This design comes from an exercise in tuning for small area on the open sky130 flow, not from production work.
At most, simulation tests tie the RTL to the original design; equivalence was not proved.
Power figures rest on the tool's default switching activity, not on a simulated workload.

==> flow/design.v (excerpt) <==
module range_gen_2d (
  input  logic         clk,
  input  logic         reset,
  input  logic         start,
  input  logic [W-1:0] x_tag,
  input  logic [W-1:0] y_tag,
  input  logic [W-1:0] x0,
  input  logic [W-1:0] x1,
  input  logic [W-1:0] x2,
  input  logic [W-1:0] x3,
  input  logic [W-1:0] y0,
  input  logic [W-1:0] y1,
  input  logic [W-1:0] y2,
  input  logic [W-1:0] y3,
  output logic         busy,
  output logic         done,
  output logic [W-1:0] r0,
  output logic [W-1:0] r1,
  output logic [W-1:0] r2,
  output logic [W-1:0] r3,
  output logic [3:0]   ovf
);
Size: ~300 flip-flops, ~11,000 um^2 of cells after synthesis.
==> flow/config.mk <==
export PLATFORM = sky130hd
export DESIGN_NAME = range_gen_2d
export DESIGN_NICKNAME = range_gen_2d
export VERILOG_FILES = /design/flow/design.v
export SDC_FILE = /design/flow/constraint.sdc
export NUM_CORES = 4
export LEC_CHECK = 0
export CAP_MARGIN = 20
export CORE_MARGIN = 2
export CORE_UTILIZATION = 40
export SLEW_MARGIN = 20
==> flow/constraint.sdc <==
create_clock -name core_clock -period 13.0 [get_ports {clk}]
set_input_delay 2.6000 -clock core_clock [delete_from_list [all_inputs] [get_ports {clk}]]
set_output_delay 2.6000 -clock core_clock [all_outputs]
set_load 0.01 [all_outputs]
standard.sh (not shown) runs the stock make flow with config.mk's settings and CLKGATE_MAP_FILE= SYNTH_SCRIPT=/design/flow/synth_recipe.tcl, a recipe that flattens the netlist after the stock synthesis.
==> flow/flow/run.sh <==
#!/bin/bash
# Standard layout with three changes to how it is made:
#  - synthesis maps logic with an area-oriented ABC script (flow/abc_area.script)
#    in place of ORFS's speed script; everything else in synthesis is unchanged;
#  - ports are buffered with the smallest buffer (buf_1);
#  - the clock tree uses small buffers and no dummy loads.
set -euo pipefail
here=$(pwd)
rm -rf "$here/scripts_local"
cp -r "$FLOW_HOME/scripts" "$here/scripts_local"
cp "$here/flow/abc_area.script" "$here/scripts_local/abc_speed.script"
export SCRIPTS_DIR="$here/scripts_local"
export BUFFER_PORTS_ARGS="-buffer_cell sky130_fd_sc_hd__buf_1"
export CTS_ARGS="-sink_clustering_enable -repair_clock_nets -buf_list sky130_fd_sc_hd__clkbuf_4 -sink_clustering_size 12 -sink_clustering_max_diameter 25 -dont_use_dummy_load"
bash standard.sh > standard.log 2>&1
==> flow/flow/abc_area.script <==
strash
dc2
dch
amap
Rerun with:
--- a/flow/flow/run.sh
+++ b/flow/flow/run.sh
@@ -13,3 +13,3 @@
 export BUFFER_PORTS_ARGS="-buffer_cell sky130_fd_sc_hd__buf_1"
-export CTS_ARGS="-sink_clustering_enable -repair_clock_nets -buf_list sky130_fd_sc_hd__clkbuf_4 -sink_clustering_size 12 -sink_clustering_max_diameter 25 -dont_use_dummy_load"
+export CTS_ARGS="-sink_clustering_enable -repair_clock_nets -buf_list sky130_fd_sc_hd__clkbuf_4 -sink_clustering_size 8 -sink_clustering_max_diameter 35 -dont_use_dummy_load"
 bash standard.sh > standard.log 2>&1
- die area stays the same
- maximum frequency went up by 0.39%
- power goes down by 3.5%
Rerun with:
--- a/flow/flow/run.sh
+++ b/flow/flow/run.sh
@@ -13,3 +13,3 @@
 export BUFFER_PORTS_ARGS="-buffer_cell sky130_fd_sc_hd__buf_1"
-export CTS_ARGS="-sink_clustering_enable -repair_clock_nets -buf_list sky130_fd_sc_hd__clkbuf_4 -sink_clustering_size 8 -sink_clustering_max_diameter 35 -dont_use_dummy_load"
+export CTS_ARGS="-sink_clustering_enable -repair_clock_nets -buf_list sky130_fd_sc_hd__clkbuf_4 -sink_clustering_size 9 -sink_clustering_max_diameter 30 -dont_use_dummy_load"
 bash standard.sh > standard.log 2>&1
Effect:
- synthesized cell count does not change
- sequential share of layout area goes down by 0.41 points
- setup slack improved by 0.035 ns
- synthesized area is unchanged
- global-route usage goes up by 0.20 points
- design area goes up slightly
- wire length barely changes
Function was not checked in any run of this note: the RTL went through the layout flow alone.

job 4776:
Another version of the RTL of range_gen_2d (not shown whole).
For scale: ~1200 cells after synthesis, about 230 I/O pins, ~12000 um^2 of cells after synthesis.
export LEC_CHECK = 0
export CAP_MARGIN = 20
export CORE_MARGIN = 2
export CORE_UTILIZATION = 40
export SLEW_MARGIN = 20
create_clock -name core_clock -period 13.0 [get_ports {clk}]
==> flow/flow/run.sh <==
#!/bin/bash
# Standard layout, with small port buffers and a clock tree of small
# buffers without dummy loads.
set -euo pipefail
export BUFFER_PORTS_ARGS="-buffer_cell sky130_fd_sc_hd__buf_1"
export CTS_ARGS="-sink_clustering_enable -repair_clock_nets -buf_list sky130_fd_sc_hd__clkbuf_8 -sink_clustering_size 20 -sink_clustering_max_diameter 60 -dont_use_dummy_load"
bash standard.sh > standard.log 2>&1
diff inputs: job 4776 => job 5604
==> flow/flow/run.sh <==
#!/bin/bash
# Standard layout, with small port buffers and a clock tree of small
# buffers without dummy loads.
set -euo pipefail
export BUFFER_PORTS_ARGS="-buffer_cell sky130_fd_sc_hd__buf_1"
export CTS_ARGS="-sink_clustering_enable -repair_clock_nets -buf_list sky130_fd_sc_hd__clkbuf_4 -sink_clustering_size 10 -sink_clustering_max_diameter 40 -dont_use_dummy_load"
bash standard.sh > standard.log 2>&1
### Flow results
In terms of final critical delay including setup and external delays, job 5604 and job 4776 differ only marginally.
Count of clock-buffer cells in the layout went up by more than half going from job 4776 to job 5604.
Internal power in job 5604 is about 0.53% below job 4776.
[job 5604] first-pass iteration count of the detailed router fell 1 relative to job 4776
For maximum frequency, job 5604 and job 4776 come out practically identical.
Relative to job 4776, global routing usage on met1 decreased by 0.19 points in job 5604.
As far as number of clock sinks goes, job 4776 and job 5604 are indistinguishable; the numbers are identical.
Input-level comparison between job 9143 and job 5604:
==> flow/flow/run.sh <==
#!/bin/bash
# Standard layout with three changes to how it is made:
#  - synthesis maps logic with an area-oriented ABC script (flow/abc_area.script)
#    in place of ORFS's speed script; everything else in synthesis is unchanged;
#  - ports are buffered with the smallest buffer (buf_1);
#  - the clock tree uses small buffers and no dummy loads.
set -euo pipefail
here=$(pwd)
rm -rf "$here/scripts_local"
cp -r "$FLOW_HOME/scripts" "$here/scripts_local"
cp "$here/flow/abc_area.script" "$here/scripts_local/abc_speed.script"
export SCRIPTS_DIR="$here/scripts_local"
export BUFFER_PORTS_ARGS="-buffer_cell sky130_fd_sc_hd__buf_1"
export CTS_ARGS="-sink_clustering_enable -repair_clock_nets -buf_list sky130_fd_sc_hd__clkbuf_4 -sink_clustering_size 8 -sink_clustering_max_diameter 35 -dont_use_dummy_load"
bash standard.sh > standard.log 2>&1
==> flow/flow/abc_area.script (new file) <==
strash
dc2
dch
amap
## What came out
- Relative to job 5604, the die area of job 9143 is lower by 2400 um^2.
- The final layout from job 9143, which completed every stage, passed the timing, DRC and antenna checks at the end of the flow.
- Comparing job 5604 and job 9143, power share of the combinational group is higher on job 5604.
- Multiplexer share of the synthesized area (lower): job 9143
- Looking at time the worst path needs with I/O delays and setup, job 9143 sits above job 5604.
- Job 9143 can be clocked slower than job 5604.
Input-level comparison between job 9994 and job 9143:
diff --git a/flow/flow/run.sh b/flow/flow/run.sh
--- a/flow/flow/run.sh
+++ b/flow/flow/run.sh
@@ -12,4 +12,4 @@
 export SCRIPTS_DIR="$here/scripts_local"
 export BUFFER_PORTS_ARGS="-buffer_cell sky130_fd_sc_hd__buf_1"
-export CTS_ARGS="-sink_clustering_enable -repair_clock_nets -buf_list sky130_fd_sc_hd__clkbuf_4 -sink_clustering_size 8 -sink_clustering_max_diameter 35 -dont_use_dummy_load"
+export CTS_ARGS="-sink_clustering_enable -repair_clock_nets -buf_list sky130_fd_sc_hd__clkbuf_8 -sink_clustering_size 16 -sink_clustering_max_diameter 50 -dont_use_dummy_load"
 bash standard.sh > standard.log 2>&1
Findings:
Job 9994 completed every stage of the flow, and the final layout passed the timing, DRC and antenna checks.
Looking at job 9143 and job 9994, the register-to-register slack is a wash.
Job 9994 against job 9143: fmax held steady, clock network latency to the later pin of the worst-skew pair moved down, instance area at placement closely matched the old numbers, count of clock-buffer cells in the layout decreased by about 32% relative to the old numbers.
Timing endpoint of the critical path: u_isqrt.rem_q[1]$_SDFF_PP0_ -> job 9994, u_isqrt.rem_q[8]$_SDFF_PP0_ -> job 9143

## re-timing with driven ports
The flow's constraints put no driver on any port. The routed layouts listed below were extracted and timed again, unchanged, in two steps.
Step 1 assumes that a clkbuf_16 drives the clock port and a buf_2 every other input.
Step 2 adds t to the input delays and takes it off the output delays; t is the mean of the earliest and latest rising clock arrival at the registers after step 1. Input paths then give back, and output paths get back, about the clock's delay inside the block.
a / b / c = ideal / step 1 / step 2; a / b = the first two.
run	t (ns)	setup WS [ns]	worst register clock-pin slew, ns	pins driven straight from the clock port
the first run of note 1	0.684	4.282 / 4.282 / 4.282	0.08 / 0.08	1
the second run of note 1	0.692	4.316 / 4.316 / 4.316	0.09 / 0.09	1
the third run of note 1	0.667	4.351 / 4.351 / 4.351	0.10 / 0.10	1
job 4776	0.583	4.434 / 4.434 / 4.434	0.11 / 0.11	1
job 5604	0.695	4.437 / 4.437 / 4.437	0.11 / 0.11	1
job 9143	0.675	4.178 / 4.178 / 4.178	0.10 / 0.10	1
job 9994	0.556	4.185 / 4.185 / 4.185	0.09 / 0.09	1
After both steps every run listed still meets setup and hold.
